This design comes from an exercise in tuning for small area, a short achievable clock period and few clock cycles per item on the open sky130 flow, not from production work.
Function was checked by simulation only, so behaviour that the tests miss may differ from the original.

==> flow/design.v <==
module muldiv_unit #(
  parameter int WIDTH  = 64,
  parameter int REG_AW = 5
) (
  input  logic              iCLK,
  input  logic              iRST,
  input  logic              iStart,
  input  logic [2:0]        iOp,
  input  logic [WIDTH-1:0]  iOperandA,
  input  logic [WIDTH-1:0]  iOperandB,
  input  logic [REG_AW-1:0] iDestReg,
  output logic              oBusy,
  output logic              oStall,
  output logic              oDone,
  output logic              oRegWrite,
  output logic [REG_AW-1:0] oWriteRegister,
  output logic [WIDTH-1:0]  oResult
);
  localparam logic [2:0] OP_MUL   = 3'd0;
  localparam logic [2:0] OP_SMULH = 3'd1;
  localparam logic [2:0] OP_UMULH = 3'd2;
  localparam logic [2:0] OP_SDIV  = 3'd3;
  localparam logic [2:0] OP_UDIV  = 3'd4;
  logic              busy_q, done_q;
  logic              ph_booth_q, ph_shift_q, ph_div_q, ph_inc_q, ph_cmp_q, ph_fin_q;
  logic [64:0]       x_q;      
  logic [63:0]       y_q;      
  logic [64:0]       d_q;      
  logic              yb_q;     
  logic [5:0]        cnt_q;    
  logic [3:0]        sh_q;     
  logic [REG_AW-1:0] wr_q;
  logic              mul_lo_q;    
  logic              umulh_c_q;   
  logic              dneg_q;      
  logic              negq_q;      
  logic              qzero_q;     
  logic              ph_div_mode_q;   
  logic              res_y_q;         
  logic              p_div_q, p_shr_q, p_zero_q;
  logic              q_d_q, q_2d_q, q_y_q, inv_q, cin_q;
  logic [66:0] p_op, q_mag, q_op, sum;
  logic [67:0] sum_c;
  logic        p_ext;   
  always_comb begin
    p_ext = ~(p_zero_q | p_div_q | p_shr_q);
    p_op  = ({67{p_div_q}} & {x_q[64], x_q, y_q[63]})
          | ({67{p_shr_q}} & {{10{x_q[64]}}, x_q[64:8]})
          | ({67{p_ext}}   & {{2{x_q[64]}}, x_q});
    q_mag = ({67{q_d_q}}  & {{2{d_q[64]}}, d_q})
          | ({67{q_2d_q}} & {d_q[64], d_q, 1'b0})
          | ({67{q_y_q}}  & {3'b000, y_q});
    q_op  = q_mag ^ {67{inv_q}};
    sum_c = {p_op, 1'b1} + {q_op, cin_q};
    sum   = sum_c[67:1];
  end
  logic        in_mul, in_div, in_sdiv, in_umulh, in_mullo, in_aneg, in_swap;
  logic [64:0] ld_x, ld_d;
  logic [63:0] ld_y, mplier, mcand;
  logic [3:0]  in_n;     
  logic [7:1]  fits_a;   
  logic [7:1]  fits_b;   
  function automatic logic [7:1] fits_bytes(input logic [63:0] v);
    logic [7:0] zb, ob;
    logic       z, o;
    for (int j = 0; j < 8; j++) begin
      zb[j] = ~|v[8*j+:8];
      ob[j] = &v[8*j+:8];
    end
    for (int k = 1; k < 8; k++) begin
      z = ~v[8*k-1];
      o = v[8*k-1];
      for (int j = k; j < 8; j++) begin
        z = z & zb[j];
        o = o & ob[j];
      end
      fits_bytes[k] = z | o;
    end
  endfunction
  always_comb begin
    in_mul   = (iOp == OP_MUL) || (iOp == OP_SMULH) || (iOp == OP_UMULH);
    in_div   = (iOp == OP_SDIV) || (iOp == OP_UDIV);
    in_sdiv  = (iOp == OP_SDIV);
    in_umulh = (iOp == OP_UMULH);
    in_mullo = (iOp == OP_MUL);
    in_aneg  = in_sdiv & iOperandA[63];
    fits_a  = fits_bytes(iOperandA);
    fits_b  = fits_bytes(iOperandB);
    in_swap = |(fits_a & ~fits_b);
    mplier  = (in_swap | ~in_mul) ? iOperandA : iOperandB;
    mcand   = in_swap ? iOperandB : iOperandA;
    ld_x = (in_mul | in_aneg) ? 65'd0 : {1'b0, iOperandA};
    ld_y = ((in_mul | in_aneg) & ~busy_q) ? mplier : 64'd0;
    ld_d = in_mul ? {~in_umulh & mcand[63], mcand}
                  : {in_sdiv & iOperandB[63], iOperandB};
    in_n = 4'd8;
    for (int k = 7; k >= 1; k--) if (in_swap ? fits_a[k] : fits_b[k]) in_n = 4'(k);
  end
  function automatic logic [2:0] booth(input logic y1, input logic y0, input logic yb);
    booth[0] = y0 ^ yb;
    booth[1] = (y1 & ~y0 & ~yb) | (~y1 & y0 & yb);
    booth[2] = y1 & ~(y0 & yb);
  endfunction
  logic       accept;
  logic       last_cnt, last_sh;
  logic       lt_d;       
  logic [2:0] bd_ld, bd_nx;
  assign accept   = iStart & ~busy_q;
  assign last_cnt = (cnt_q == 6'd0);
  assign last_sh  = (sh_q == 4'd1);
  assign lt_d     = sum[66];
  logic div_inv;    
  logic cmp_go;     
  assign div_inv = lt_d ^ ~dneg_q;
  assign cmp_go  = ph_cmp_q & ~lt_d & ~qzero_q;
  assign bd_ld    = booth(mplier[1], mplier[0], 1'b0);
  assign bd_nx    = booth(y_q[3], y_q[2], y_q[1]);
  always_ff @(posedge iCLK or posedge iRST) begin
    if (iRST) begin
      busy_q     <= 1'b0;
      done_q     <= 1'b0;
      ph_booth_q <= 1'b0;
      ph_shift_q <= 1'b0;
      ph_div_q   <= 1'b0;
      ph_inc_q   <= 1'b0;
      ph_cmp_q   <= 1'b0;
      ph_fin_q   <= 1'b0;
    end else begin
      done_q     <= 1'b0;
      ph_booth_q <= 1'b0;
      ph_shift_q <= 1'b0;
      ph_div_q   <= 1'b0;
      ph_inc_q   <= 1'b0;
      ph_cmp_q   <= 1'b0;
      ph_fin_q   <= 1'b0;
      if (!busy_q) begin
        if (iStart) begin
          busy_q <= 1'b1;
          if (in_mul)       ph_booth_q <= 1'b1;
          else if (in_aneg) ph_inc_q   <= 1'b1;
          else              ph_cmp_q   <= 1'b1;
        end
      end else begin
        case (1'b1)
          ph_booth_q: begin
            if (!last_cnt)                 ph_booth_q <= 1'b1;
            else if (sh_q != 4'd0)         ph_shift_q <= 1'b1;
            else if (umulh_c_q)            ph_fin_q   <= 1'b1;
            else begin busy_q <= 1'b0; done_q <= 1'b1; end
          end
          ph_shift_q: begin
            if (ph_div_mode_q) begin
              ph_div_q   <= lt_d;
              ph_shift_q <= ~lt_d;
            end else if (!last_sh)             ph_shift_q <= 1'b1;
            else if (umulh_c_q)                ph_fin_q   <= 1'b1;
            else begin busy_q <= 1'b0; done_q <= 1'b1; end
          end
          ph_div_q: begin
            if (!last_cnt)   ph_div_q <= 1'b1;
            else if (negq_q) ph_fin_q <= 1'b1;
            else begin busy_q <= 1'b0; done_q <= 1'b1; end
          end
          ph_inc_q: ph_cmp_q <= 1'b1;
          ph_cmp_q: begin
            ph_shift_q <= cmp_go;
            if (!cmp_go) begin busy_q <= 1'b0; done_q <= 1'b1; end
          end
          ph_fin_q: begin
            busy_q <= 1'b0;
            done_q <= 1'b1;
          end
          default: begin
            busy_q <= 1'b0;
          end
        endcase
      end
    end
  end
  always_ff @(posedge iCLK) begin
    case (1'b1)
      !busy_q:                        x_q <= ld_x;
      ph_booth_q:                     x_q <= sum[66:2];
      ph_shift_q:                     x_q <= {{8{x_q[64]}}, x_q[64:8]};
      ph_cmp_q:                       x_q <= x_q;
      default:                        x_q <= {sum[64] & ~ph_inc_q, sum[63:0]};   
    endcase
    case (1'b1)
      !busy_q | ph_inc_q | ph_cmp_q:  y_q <= ld_y;
      ph_booth_q:                     y_q <= {sum[1:0], y_q[63:2]};
      ph_shift_q:                     y_q <= {x_q[7:0], y_q[63:8]};
      default:                        y_q <= {y_q[62:0], ~sum[66]};
    endcase
    yb_q <= busy_q ? y_q[1] : 1'b0;
    if (!busy_q) begin
      d_q       <= ld_d;
      wr_q      <= iDestReg;
      mul_lo_q  <= in_mullo;
      umulh_c_q <= in_umulh & mplier[63];
      dneg_q    <= in_sdiv & iOperandB[63];
      negq_q    <= in_sdiv & (iOperandA[63] ^ iOperandB[63]);
      qzero_q   <= ~in_div | (iOperandB == 64'd0);
      ph_div_mode_q <= ~in_mul;
    end
    if (!busy_q)       res_y_q <= in_mullo | ~in_mul;
    else if (ph_fin_q) res_y_q <= 1'b0;
    if (!busy_q) begin
      cnt_q <= {in_n[3:0], 2'b11} - 6'd4;    
      sh_q  <= 4'd8 - in_n;
    end else if (ph_booth_q | ph_div_q) begin
      cnt_q <= cnt_q - 6'd1;
    end else if (ph_shift_q) begin
      sh_q <= sh_q - 4'd1;
      if (ph_div_mode_q) cnt_q <= cnt_q + 6'd8;
    end else if (ph_cmp_q) begin
      cnt_q <= 6'h3f;    
    end
    p_div_q  <= 1'b0;
    p_shr_q  <= 1'b0;
    p_zero_q <= 1'b0;
    q_d_q    <= 1'b0;
    q_2d_q   <= 1'b0;
    q_y_q    <= 1'b0;
    inv_q    <= 1'b0;
    cin_q    <= 1'b0;
    if (!busy_q) begin
      if (in_mul) begin
        q_d_q  <= bd_ld[0];
        q_2d_q <= bd_ld[1];
        inv_q  <= bd_ld[2];
        cin_q  <= bd_ld[2];
      end else if (in_aneg) begin
        p_zero_q <= 1'b1;
        q_y_q    <= 1'b1;
        inv_q    <= 1'b1;
        cin_q    <= 1'b1;
      end else begin
        q_d_q <= 1'b1;
        inv_q <= ~(in_sdiv & iOperandB[63]);
        cin_q <= ~(in_sdiv & iOperandB[63]);
      end
    end else begin
      case (1'b1)
        ph_booth_q: begin
          if (!last_cnt) begin
            q_d_q  <= bd_nx[0];
            q_2d_q <= bd_nx[1];
            inv_q  <= bd_nx[2];
            cin_q  <= bd_nx[2];
          end else if (sh_q == 4'd0) begin
            if (ph_div_mode_q) begin
              p_zero_q <= 1'b1;
              q_y_q    <= 1'b1;
              inv_q    <= negq_q;
              cin_q    <= negq_q;
            end else if (mul_lo_q) begin
              p_zero_q <= 1'b1;
              q_y_q    <= 1'b1;
            end else begin
              q_d_q    <= 1'b1;
            end
          end
        end
        ph_shift_q: begin
          if (ph_div_mode_q) begin
            q_d_q   <= 1'b1;
            inv_q   <= ~dneg_q;
            cin_q   <= ~dneg_q;
          end else if (last_sh) begin
            if (mul_lo_q) begin
              p_zero_q <= 1'b1;
              q_y_q    <= 1'b1;
            end else begin
              q_d_q    <= 1'b1;
            end
          end
        end
        ph_div_q: begin
          if (!last_cnt) begin
            p_div_q <= 1'b1;
            q_d_q   <= 1'b1;
            inv_q   <= div_inv;
            cin_q   <= div_inv;
          end else begin
            p_zero_q <= 1'b1;
            q_y_q    <= 1'b1;
            inv_q    <= negq_q;
            cin_q    <= negq_q;
          end
        end
        ph_inc_q: begin
          q_d_q <= 1'b1;
          inv_q <= ~dneg_q;
          cin_q <= ~dneg_q;
        end
        ph_cmp_q: begin
        end
        default: ;
      endcase
      if (cmp_go) begin
        p_shr_q <= 1'b1;
        q_d_q   <= 1'b1;
        inv_q   <= ~dneg_q;
        cin_q   <= ~dneg_q;
      end
      if (ph_cmp_q & ~cmp_go) p_zero_q <= 1'b1;
      if (ph_shift_q & ph_div_mode_q) begin
        p_div_q <= lt_d;
        p_shr_q <= ~lt_d;
      end
    end
  end
  assign oBusy          = busy_q;
  assign oStall         = iStart | busy_q;
  assign oDone          = done_q;
  assign oRegWrite      = done_q;
  assign oWriteRegister = wr_q;
  assign oResult        = res_y_q ? y_q : x_q[63:0];
endmodule
==> flow/flow/run.sh <==
#!/bin/bash
# The standard layout (the standard.sh, standard synthesis included), with the
# port buffers that placement inserts on every input and output made of
# sky130_fd_sc_hd__buf_2 instead of the delay cell the resizer picks by default.
set -euo pipefail
bash standard.sh "BUFFER_PORTS_ARGS=-buffer_cell sky130_fd_sc_hd__buf_2" finish > standard_flow.log 2>&1
==> flow/standard.sh <==
#!/bin/bash
# synth_recipe.tcl (not shown) runs the flow's synth.tcl, then flattens the netlist and writes it again
# the make line also repeats each setting of config.mk as NAME=value (left out here)
make -C /OpenROAD-flow-scripts/flow DESIGN_CONFIG=/design/flow/config.mk WORK_HOME=/design/flow/orfs CLKGATE_MAP_FILE= SYNTH_SCRIPT=/design/flow/synth_recipe.tcl "${@:-finish}"
==> flow/config.mk <==
export PLATFORM = sky130hd
export DESIGN_NAME = muldiv_unit
export DESIGN_NICKNAME = muldiv_unit
export VERILOG_FILES = /design/flow/design.v
export SDC_FILE = /design/flow/constraint.sdc
export NUM_CORES = 4
export LEC_CHECK = 0
export CAP_MARGIN = 20
export CORE_MARGIN = 2
export CORE_UTILIZATION = 50
export SETUP_SLACK_MARGIN = 3.0
export SLEW_MARGIN = 20
export TNS_END_PERCENT = 0
==> flow/constraint.sdc <==
create_clock -name core_clock -period 6.3 [get_ports {iCLK}]
set_input_delay 1.2600 -clock core_clock [delete_from_list [all_inputs] [get_ports {iCLK}]]
set_output_delay 1.2600 -clock core_clock [all_outputs]
set_load 0.01 [all_outputs]
==> results of run 1 <==
==> registers in the layout, indices dropped and copies added (netlist names), 4 cells and up <==
name,count
cnt_q,6
x_q,65
d_q,65
wr_q,5
sh_q,4
y_q,64
==> cell usage after synthesis (9+ instances only) <==
master and instances:
a211oi_1 12, a21o_1 47, a21oi_1 194, a221o_1 14
a222oi_1 128, a22oi_1 11, a31oi_1 16, buf_1 31
clkbuf_1 137, dfxtp_1 71, edfxtp_1 152, ha_1 75
inv_1 94, mux2_2 73, mux2_4 57, mux2i_1 140
nand2_1 166, nand2b_1 11, nand3_1 35, nand4_1 51
nor2_1 177, nor3_1 32, nor4_1 25, o211ai_1 23
o21a_1 9, o21ai_0 105, o21bai_1 16, o22ai_1 70
o31ai_1 11, or4_1 13, xnor2_1 107, xor2_1 33
==> cell type report <==
| type | instances | area, µm² |
|---|---|---|
| inverter | 94 | 355.3 |
| multi-input combinational | 1782 | 13800 |
| clock inverter | 12 | 77.57 |
| tap | 532 | 665.6 |
| timing repair buffer | 314 | 2108 |
| fill | 3687 | 16520 |
| clock buffer | 40 | 805.8 |
| antenna | 2 | 5.005 |
| sequential | 231 | 6221 |
==> final timing paths <==
| check | from | end | slack (ns) |
|---|---|---|---|
| setup / recovery | q_d_q | x_q[61] | 2.07 |
| hold / removal | ph_fin_q | done_q | 0.55 |
| setup reg to reg | q_d_q | x_q[61] | 2.07 |
| hold reg to reg | ph_fin_q | done_q | 0.55 |
| max in group asynchronous | iRST | ph_shift_q | 5.42 |
| min in group asynchronous | iRST | done_q | 0.61 |
==> worst reg2reg max path, cell delays in order (launching register included) <==
cell and delay (ns):
dfxtp_4 0.42, a222oi_1 0.46, xnor2_1 0.27, ha_4 0.29
a21o_1 0.17, a31o_4 0.24, a221o_1 0.40, o311a_4 0.35
o31ai_4 0.32, o41ai_4 0.13, and3_4 0.22, or4_4 0.46
a31oi_2 0.18, a21oi_1 0.08
==> metrics by stage <==
stage / hold WS [ns] / area, µm²
after floorplan: 0.5043 / 20480
after global placement: 0.5412 / 21670
after detailed placement: 0.5276 / 21680
after CTS: 0.5439 / 23720
after global routing: 0.5800 / 24030
final: 0.5514 / 24040
==> metal layers <==
layer,vias to the layer above,wire length (µm),GRT usage,part of all wire
met3,264,9564,0.07553,0.11
met2,1413,37790,0.6224,0.44
li1,9210,-,-,-
met1,10170,33000,0.5174,0.39
met4,2,4593,0.1798,0.054
met5,-,13,0,0.00015
==> cell families after synthesis <==
| logic type | Yosys count | synth area share |
|---|---|---|
| DFF | 231 | 0.3029 |
| AOI/OAI and AO/OA | 732 | 0.2509 |
| buffers and inverters | 282 | 0.05943 |
| muxes | 270 | 0.1508 |
| xor gates and xnor gates | 140 | 0.06004 |
| and+or+nand+nor | 562 | 0.1301 |
| adders and majority gates | 75 | 0.04595 |
==> repair_timing <==
action	in CTS	in global routing
setup buffers	55	8
endpoints found under the setup margin	270	305
gates resized for setup	117	49
pin swaps	63	40
cloned	6	0
hold buffers	0	0
==> metrics.md, run 1 <==
| Metric | Value |
|---|---|
| Outcome | `no timing/DRC/antenna violations` |
| Routed wire per std cell | `around 28 µm` |
| Via count | `around 21000` |
| Max cap viols | `0` |
| Crit path cell chain | `a222oi_1, xnor2_1, ha_4, a21o_1, a31o_4, a221o_1, o311a_4, o31ai_4, o41ai_4, and3_4, or4_4, a31oi_2, a21oi_1` |
| Final Max Slew Viols | `0` |
| PortBufs | `roughly 210` |
| Worst path required time | `6.64 ns` |
| Drt pass-1 iters | `10` |
| Crit Path Class | `flip-flop to flip-flop` |
| Yosys cell types | `80` |
| R2r worst-path depth | `13` |
| Most frequent cells in the layout | `buf_2 (210), a21oi_1 (179), nor2_1 (173)` |
| Io pins | `around 210` |
| Crit path time final | `~4.2 ns` |
| Worst path slowest cell | `a222oi_1` |
| Initial Util | `0.5036` |
| Max Clock Freq | `roughly 240 MHz` |
| Area Overhead vs Synth | `17.69%` |
| WP depth | `13` |
| Hold path cells | `2` |
| CP arrival | `roughly 4.6 ns` |
| CP endpoint kind | `flip-flop` |
| Area contributors post-synth | `edfxtp_1 (22%), dfxtp_1 (7.0%), mux2i_1 (6.9%), a222oi_1 (6.3%), a21oi_1 (4.8%)` |
| Slowest stage delay, CP | `between 0.4 and 0.5 ns` |
| Top cell type's share of synthesized area | `0.2235` |
| Main flop type after synthesis | `edfxtp_1` |
| Vias in the first global route | `20340` |
| Global-route wire length before repair | `126300 µm` |
| Die Y | `206.1 µm` |
| DP Worst Slack | `between 0.6 and 0.7 ns` |
| Routed Antenna Nets | `0` |
| Finished Core Util | `0.5927` |
| Dpl cells | `2883` |
| CTS tree | `done` |
| Clock Latency Late Sink | `between 0.5 and 0.6 ns` |
| Fin Setup TNS | `0 ns` |
| GPL Wtd Cong | `about 0.98` |
| Maximum fanout along the worst path | `7` |
| Crit path max-delay family | `compound AO/OA/AOI/OAI gates` |
| Core region area | `~41000 µm²` |
| Post-synth EDFFs | `~150` |
| Seq/Total Area, Yosys | `0.3029` |
| Cell accounting for the most synthesized area | `edfxtp_1` |
| Max-Slew Margin vs Limit | `0.2525` |
| Syn Area/Cell | `around 9 µm²` |
| Largest net degree at the start of global routing | `78` |
| Most common cell after layout, fill and taps aside | `buf_2` |
| RSZ-0062 raised after global routing | `yes` |
| Initial DRC count | `3369` |
| DP HPWL | `between 50000 and 60000 µm` |
| Layout Cells excl Fill | `roughly 3000` |
| Worst Setup Start Kind | `flip-flop` |
| CTS root buf | `clkbuf_16` |
| Final hold violation count | `0` |
| Worst Clk Skew | `~0.019 ns` |
| Total CTS buffers | `28` |
| Cells after synthesis | `about 2300` |
| Post-synthesis register bit count | `between 200 and 250` |
| DIE WIDTH | `between 200 and 250 µm` |
| Final #Nets | `roughly 2700` |
| # setup viols final | `0` |
| DRC Markers | `0` |
| Antenna violations before repair | `1` |
| Routed WL | `between 80000 and 90000 µm` |
| Mapped Area | `20420 µm²` |
| Async SR Flop Fraction | `0.03463` |
| Row count | `74` |
| Worst Setup Slack, final | `just over 2 ns` |
| Syn Nets | `2506` |
| CTS sink count | `231` |
| WP buf/inv | `0` |
| Reg clk slew, reported paths | `roughly 0.06 ns` |
| Worst-margin pin slew | `between 1 and 1.5 ns` |
| GR Util All Layers | `0.3927` |
| Layout cells sized above 1 | `0.2552` |
| Die area | `around 42000 µm²` |
| Hold Crit Class | `flip-flop to flip-flop` |
| Final worst path period share | `0.6707` |
| Grt ovf | `0` |
| Vias per cell | `7.003` |
| Ys Warns | `1` |
| Bufs on Longest Clock Path | `3` |
| Clock H-tree levels | `1` |
Testbench counts, summed over its fixed seeds: cycles 47,801, ops 2,400.
==> run 2, diff against run 1 <==
--- a/flow/config.mk
+++ b/flow/config.mk
@@ -8,6 +8,7 @@
 export CAP_MARGIN = 20
 export CORE_MARGIN = 2
 export CORE_UTILIZATION = 50
+export CTS_BUF_LIST = sky130_fd_sc_hd__clkbuf_4 sky130_fd_sc_hd__clkbuf_8
 export SETUP_SLACK_MARGIN = 3.0
 export SLEW_MARGIN = 20
 export TNS_END_PERCENT = 0
==> run 2 against run 1 <==
Final cell count increased by 0.33%; wire length decreased by 0.97%; critical path type is now input pin to flip-flop; non-clock buffer count decreased by 17; cell area decreased by 1.4%; worst setup slack got worse by 0.027 ns; largest cell class unchanged; hold slack improved by 0.0034 ns; sequential share of layout area increased by 0.36 points; maximum frequency decreased by 0.64%.
==> metrics.md, run 2 <==
| Metric | Value |
|---|---|
| Final Max Slew Viols | `0` |
| Seq/Total Area, Yosys | `0.3029` |
| CTS sink count | `between 200 and 250` |
| Cells after synthesis | `around 2300` |
| Max-Slew Margin vs Limit | `0.2226` |
| Crit path time final | `~4.3 ns` |
| Via count | `~21000` |
| Die area | `about 42000 µm²` |
| Clock Latency Late Sink | `between 0.6 and 0.7 ns` |
| Top flop regs | `d_q x65, x_q x65, y_q x64` |
| CP arrival | `4.61 ns` |
| Yosys cell types | `80` |
| Post-synth EDFFs | `152` |
| GR Util met2 | `0.6164` |
| DRC Markers | `0` |
| Worst Setup Start Kind | `input pin` |
| Antenna violations before repair | `2` |
| Syn Nets | `roughly 2500` |
| Most common cell after layout, fill and taps aside | `buf_2` |
| Die Y | `about 210 µm` |
| Layout fillers | `approximately 3700` |
| Final hold violation count | `0` |
| Final #Nets | `around 2700` |
| Post-synth top cells | `a21oi_1 (194), nor2_1 (177), nand2_1 (166), edfxtp_1 (152), mux2i_1 (140)` |
| Grt ovf | `0` |
| Worst-margin pin slew | `around 1.2 ns` |
| CTS root buf | `clkbuf_8` |
| Cell with the most instances after synthesis | `a21oi_1` |
| Io pins | `212` |
| CP endpoint kind | `flip-flop` |
| Busiest grt layer | `met2` |
| Syn Area/Cell | `8.911 µm²` |
| Cell accounting for the most synthesized area | `edfxtp_1` |
| CTS tree | `done` |
| Most frequent cells in the layout | `buf_2 (211), a21oi_1 (183), nor2_1 (176)` |
| GPL Wtd Cong | `~0.98` |
| DIE WIDTH | `about 210 µm` |
| Clock H-tree levels | `2` |
| Final worst path period share | `0.6750` |
| Diodes inserted | `0` |
| Max cap viols | `0` |
| Post-synthesis register bit count | `231` |
| Hold_buf cts | `0` |
| Area contributors post-synth | `edfxtp_1 (22%), dfxtp_1 (7.0%), mux2i_1 (6.9%), a222oi_1 (6.3%), a21oi_1 (4.8%)` |
| Outcome | `no timing/DRC/antenna violations` |
| Worst Clk Skew | `roughly 0.037 ns` |
| Routed wire per std cell | `between 20 and 30 µm` |
| # setup viols final | `0` |
| Register Area | `between 6000 and 7000 µm²` |
| Routed WL | `around 84000 µm` |
| Initial Util | `0.5036` |
| Maximum fanout along the worst path | `38` |
| Reg clk slew, reported paths | `about 0.060 ns` |
| Routed Antenna Nets | `0` |
| Async SR Flop Fraction | `0.03463` |
| Area Overhead vs Synth | `16.08%` |
| Mapped Area | `~20000 µm²` |
| DP HPWL | `slightly below 60000 µm` |
| M1 GR Usage | `0.5105` |
| Hold Crit Class | `flip-flop to flip-flop` |
| Area of the multi-input gates | `between 10000 and 15000 µm²` |
| Total CTS buffers | `45` |
| Core region area | `just over 40000 µm²` |
| Vias in the first global route | `between 20000 and 25000` |
| Worst path required time | `between 6 and 7 ns` |
| Max Clock Freq | `about 240 MHz` |
| Largest net degree at the start of global routing | `78` |
| Layout cells sized above 1 | `0.2503` |
| Global-route wire length before repair | `~130000 µm` |
| Initial DRC count | `between 3000 and 4000` |
| PortBufs | `around 210` |
| Drt pass-1 iters | `10` |
| Vias per cell | `between 6 and 7` |
| RSZ-0062 raised after global routing | `yes` |
| Main flop type after synthesis | `edfxtp_1` |
| Top cell type's share of synthesized area | `0.2235` |
| Bufs on Longest Clock Path | `3` |
| Crit Path Class | `input pin to flip-flop` |
| Ys Warns | `1` |
| GR Util All Layers | `0.3902` |
| Fin Setup TNS | `0 ns` |
| Row count | `74` |
| GR Layer Usage met3 | `0.08026` |
| Finished Core Util | `0.5846` |
## run 2: what timing repair did
action / in CTS / in global routing
resized for setup: 113 / 20
setup buffers: 47 / 3
gates cloned: 2 / 0
pin swaps: 57 / 20
endpoints found under the setup margin: 271 / 306
## run 2: path summary, 6_finish.rpt
kind	start	to	slack [ns]	depth (start not counted)
worst max-delay path	iOperandB[31]	d_q[46]	2.05	13
worst min-delay path	ph_fin_q	done_q	0.55	2
worst max register to register	q_d_q	x_q[61]	2.06	13
worst min register to register	ph_fin_q	done_q	0.55	2
max in group asynchronous	iRST	ph_booth_q	5.46	2
min in group asynchronous	iRST	ph_div_q	0.57	2
## run 2: per-stage QoR
| stage | cell area, µm² | hold slack (ns) | cells | setup WS, ns |
|---|---|---|---|---|
| CTS | 23590 | 0.5380 | 3014 | 2.172 |
| finish | 23710 | 0.5548 | 3017 | 2.048 |
| global route | 23710 | 0.5845 | 3017 | 1.916 |
| floorplan | 20480 | 0.5043 | 2292 | 2.152 |
| detailed placement | 21680 | 0.5276 | 2883 | 0.6850 |
| global placement | 21670 | 0.5412 | 2883 | 0.6406 |
## run 2: cell families (layout without fill, tap and decap cells)
kind of cell / Yosys count / count (layout) / synth area share
buf+inv: 282 / 473 / 0.05943
mux: 270 / 270 / 0.1508
xor+xnor: 140 / 140 / 0.06004
flops: 231 / 231 / 0.3029
fa+ha+maj: 75 / 75 / 0.04595
compound gates: 732 / 732 / 0.2509
simple gates: 562 / 564 / 0.1301
## run 2: layout make-up
class / instances / area share
Tap cell: 532 / 0.02808
Multi-Input combinational cell: 1781 / 0.5753
Clock buffer: 69 / 0.03505
Inverter: 94 / 0.01499
Sequential cell: 231 / 0.2624
Clock inverter: 13 / 0.003906
Timing Repair Buffer: 297 / 0.08028
## run 2: worst max-delay path, stage by stage
cell	delay (ns)
buf_2	0.15
nand4_1	0.27
nor4_2	0.36
buf_4	0.19
nand4_1	0.14
or3_1	0.46
o211a_1	0.15
a211o_1	0.31
a21o_2	0.32
nand2b_4	0.20
buf_12	0.20
buf_12	0.19
mux2_4	0.34
## run 2: layer usage
metal	vias to the layer above	wire length, µm
li1	9206	-
met1	10050	33170
met2	1358	37220
met3	248	9463
met4	4	4260
met5	-	28

[port drivers added, routing unchanged]
In the flow no input, the clock included, has a driving cell. The finished layouts below were timed again as built, in two steps.
Step 1: set_driving_cell puts a clkbuf_16 on iCLK and a buf_2 on each other input, an assumption about the parent block.
Step 2 times the ports against the registers' clock, not the clock port: input delays grow and output delays shrink by t, the midpoint of the rising clock arrivals with the driver on.
Three values: ideal, step 1, step 2; two values: the first two.
run	t (ns)	setup slack, ns	worst register clock-pin slew, ns
run 1	0.642	2.075 / 2.075 / 1.471	0.07 / 0.07
run 2	0.677	2.047 / 2.056 / 1.399	0.07 / 0.07
After both steps setup and hold are still met in every run listed. The setup slack of run 2, which loses most, moves by +0.009 ns with the drivers and by -0.648 ns with both steps.
